Source: an optimization exercise on an open RTL-to-GDS flow (aim: small area and a short achievable clock period). Production flows keep margins and buffers that such runs may drop. RTL that was checked went through simulation tests only; none was proved equivalent to the original. Power is estimated from default activity; no workload was simulated.

## before
==> module fp16_add, before the edit <==
module fp16_add (
    input  logic [21:0] hi_i,
    input  logic [32:0] lo_i,
    input  logic        sub_i,
    output logic [33:0] mag_o,
    output logic        neg_o
);
    logic [34:0] t0, t1;
    always_comb begin
        t0    = {1'b0, hi_i, 11'd0} + {1'b0, sub_i, lo_i};
        t1    = {1'b0, hi_i, 11'd0} + {1'b0, sub_i, lo_i} + 35'd1;
        neg_o = sub_i & ~t0[34];
        if (!sub_i)
            mag_o = t0[33:0];
        else if (t0[34])
            mag_o = t1[33:0];
        else
            mag_o = ~t0[33:0];
    end
endmodule
clock: 6.0 ns
lec_check: 0
cap_margin: 20
core_margin: 2
core_utilization: 40
cts_cluster_diameter: 70
cts_cluster_size: 40
setup_slack_margin: 2.8
slew_margin: 20
run.sh (not shown) runs the stock make flow with config.mk's settings and CLKGATE_MAP_FILE= SYNTH_SCRIPT=/design/flow/synth_recipe.tcl, a recipe that flattens the netlist after the stock synthesis.
For after, these inputs were changed with respect to before:
diff --git a/flow/design.v b/flow/design.v
--- a/flow/design.v
+++ b/flow/design.v
@@ -860,19 +860,53 @@
         lo    = drop ? 33'd0 : {lo_in, 11'd0} >> shift_i;
         lo_o  = sub_i ? ~lo : lo;
     end
 endmodule
+module fp16_cadd #(
+    parameter int W = 34
+) (
+    input  logic [W-1:0] a_i,
+    input  logic [W-1:0] b_i,
+    output logic [W:0]   s0_o,      
+    output logic [W:0]   s1_o       
+);
+    localparam int L = $clog2(W);
+    logic [W-1:0] g [L+1];
+    logic [W-1:0] p [L+1];
+    logic [W-1:0] hp;
+    assign g[0]  = a_i & b_i;
+    assign p[0]  = a_i | b_i;
+    assign hp    = a_i ^ b_i;
+    for (genvar l = 0; l < L; l++) begin : g_lvl
+        for (genvar i = 0; i < W; i++) begin : g_bit
+            if ((i >> l) & 1) begin : g_op
+                localparam int J = ((i >> l) << l) - 1;
+                assign g[l+1][i] = g[l][i] | (p[l][i] & g[l][J]);
+                assign p[l+1][i] = p[l][i] & p[l][J];
+            end else begin : g_pass
+                assign g[l+1][i] = g[l][i];
+                assign p[l+1][i] = p[l][i];
+            end
+        end
+    end
+    logic [W:0] c0, c1;
+    assign c0 = {g[L], 1'b0};
+    assign c1 = {g[L] | p[L], 1'b1};
+    assign s0_o = {c0[W], hp ^ c0[W-1:0]};
+    assign s1_o = {c1[W], hp ^ c1[W-1:0]};
+endmodule
 module fp16_add (
     input  logic [21:0] hi_i,
     input  logic [32:0] lo_i,
     input  logic        sub_i,
     output logic [33:0] mag_o,
     output logic        neg_o
 );
     logic [34:0] t0, t1;
+    fp16_cadd #(34) cadd_i (
+        .a_i({1'b0, hi_i, 11'd0}), .b_i({sub_i, lo_i}), .s0_o(t0), .s1_o(t1)
+    );
     always_comb begin
-        t0    = {1'b0, hi_i, 11'd0} + {1'b0, sub_i, lo_i};
-        t1    = {1'b0, hi_i, 11'd0} + {1'b0, sub_i, lo_i} + 35'd1;
         neg_o = sub_i & ~t0[34];
         if (!sub_i)
             mag_o = t0[33:0];
         else if (t0[34])
==> run summary <==
Looking at final instance count without filler cells, after sits 31 above before. after vs. before: maximum fanout encountered on the critical timing path shows an increase of 1; relative contribution of combinational cells to total power shows a reduction of 3.5 points; met2 wirelength from detailed routing shows a reduction of about 1.6%. Re number of ports placed on the die boundary: no difference whatsoever between after and before. Between after and before, it is after whose final worst-path setup slack is higher, by 0.24 ns.
Function was not checked in any run of this note: the RTL went through the layout flow alone.

== the baseline ==
Another version of the RTL of fp16_mac (not shown whole).
Size in the first run: roughly 1800 cells after synthesis, ~72 I/O pins, roughly 0.017 mm2 of cells after synthesis.
==> flow/config.mk <==
export PLATFORM = sky130hd
export DESIGN_NAME = fp16_mac
export DESIGN_NICKNAME = fp16_mac
export VERILOG_FILES = /design/flow/design.v
export SDC_FILE = /design/flow/constraint.sdc
export NUM_CORES = 4
export LEC_CHECK = 0
export CAP_MARGIN = 20
export CORE_MARGIN = 2
export CORE_UTILIZATION = 40
export CTS_CLUSTER_DIAMETER = 70
export CTS_CLUSTER_SIZE = 40
export SETUP_SLACK_MARGIN = 2.8
export SLEW_MARGIN = 20
==> flow/constraint.sdc <==
create_clock -name core_clock -period 6.0 [get_ports {clk}]
set_input_delay 1.2000 -clock core_clock [delete_from_list [all_inputs] [get_ports {clk}]]
set_output_delay 1.2000 -clock core_clock [all_outputs]
set_load 0.01 [all_outputs]
Modified inputs, the candidate compared to the baseline
--- a/flow/design.v
+++ b/flow/design.v
@@ -861,6 +861,39 @@
         lo_o  = sub_i ? ~lo : lo;
     end
 endmodule
+module fp16_cadd #(
+    parameter int W = 34
+) (
+    input  logic [W-1:0] a_i,
+    input  logic [W-1:0] b_i,
+    output logic [W:0]   s0_o,      
+    output logic [W:0]   s1_o       
+);
+    localparam int L = $clog2(W);
+    logic [W-1:0] g [L+1];
+    logic [W-1:0] p [L+1];
+    logic [W-1:0] hp;
+    assign g[0]  = a_i & b_i;
+    assign p[0]  = a_i | b_i;
+    assign hp    = a_i ^ b_i;
+    for (genvar l = 0; l < L; l++) begin : g_lvl
+        for (genvar i = 0; i < W; i++) begin : g_bit
+            if ((i >> l) & 1) begin : g_op
+                localparam int J = ((i >> l) << l) - 1;
+                assign g[l+1][i] = g[l][i] | (p[l][i] & g[l][J]);
+                assign p[l+1][i] = p[l][i] & p[l][J];
+            end else begin : g_pass
+                assign g[l+1][i] = g[l][i];
+                assign p[l+1][i] = p[l][i];
+            end
+        end
+    end
+    logic [W:0] c0, c1;
+    assign c0 = {g[L], 1'b0};
+    assign c1 = {g[L] | p[L], 1'b1};
+    assign s0_o = {c0[W], hp ^ c0[W-1:0]};
+    assign s1_o = {c1[W], hp ^ c1[W-1:0]};
+endmodule
 module fp16_add (
     input  logic [21:0] hi_i,
     input  logic [32:0] lo_i,
@@ -869,9 +902,10 @@
     output logic        neg_o
 );
     logic [34:0] t0, t1;
+    fp16_cadd #(34) cadd_i (
+        .a_i({1'b0, hi_i, 11'd0}), .b_i({sub_i, lo_i}), .s0_o(t0), .s1_o(t1)
+    );
     always_comb begin
-        t0    = {1'b0, hi_i, 11'd0} + {1'b0, sub_i, lo_i};
-        t1    = {1'b0, hi_i, 11'd0} + {1'b0, sub_i, lo_i} + 35'd1;
         neg_o = sub_i & ~t0[34];
         if (!sub_i)
             mag_o = t0[33:0];
==> run summary <==
In the reports for the candidate and the baseline, the smaller pre-CTS worst setup slack belongs to the candidate.
Compare the candidate and the baseline | design area higher: the candidate
Compared with the baseline, in the candidate remaining max-slew budget at the tightest pin now smaller, share of synthesized flip-flops with an asynchronous set or reset comparable, routed wire length now larger, post-synthesis sequential area ratio now smaller.
The candidate vs the baseline — chip height rose 2.1%.
Comparing the baseline with the candidate, the maximum resistive drop on vdd came out essentially unchanged.
The candidate vs the baseline, setup slack went up by 0.011 ns.
The number of rows in the core area reported for the candidate is greater than that of the baseline by 2.7%.
On combinational share of power, the higher figure sits with the baseline, not the candidate.

-- what the ideal ports hide --
The flow's constraints put no driver on any port. The routed layouts listed below were extracted and timed again, unchanged, in two steps. Step 1: set_driving_cell puts a clkbuf_16 on clk and a buf_2 on each other input, an assumption about the parent block. Step 2 also shifts input and output timing later by t, the mid clock arrival at the registers, as if the neighbouring blocks saw the same clock. Three values: no drivers, after step 1, after step 2; two values: the first two.
| run | t, ns | slack for setup (ns) | cell pins on the clock port's net |
|---|---|---|---|
| before | 0.603 | 2.674 / 2.674 / 2.289 | 1 |
| after | 0.597 | 2.917 / 2.923 / 2.353 | 1 |
| the baseline | 0.583 | 2.862 / 2.891 / 2.308 | 1 |
| the candidate | 0.621 | 2.873 / 2.897 / 2.276 | 1 |
After both steps setup and hold are still met in every run listed. The setup slack of the candidate, which loses most, moves by +0.024 ns with the drivers and by -0.597 ns with both steps.
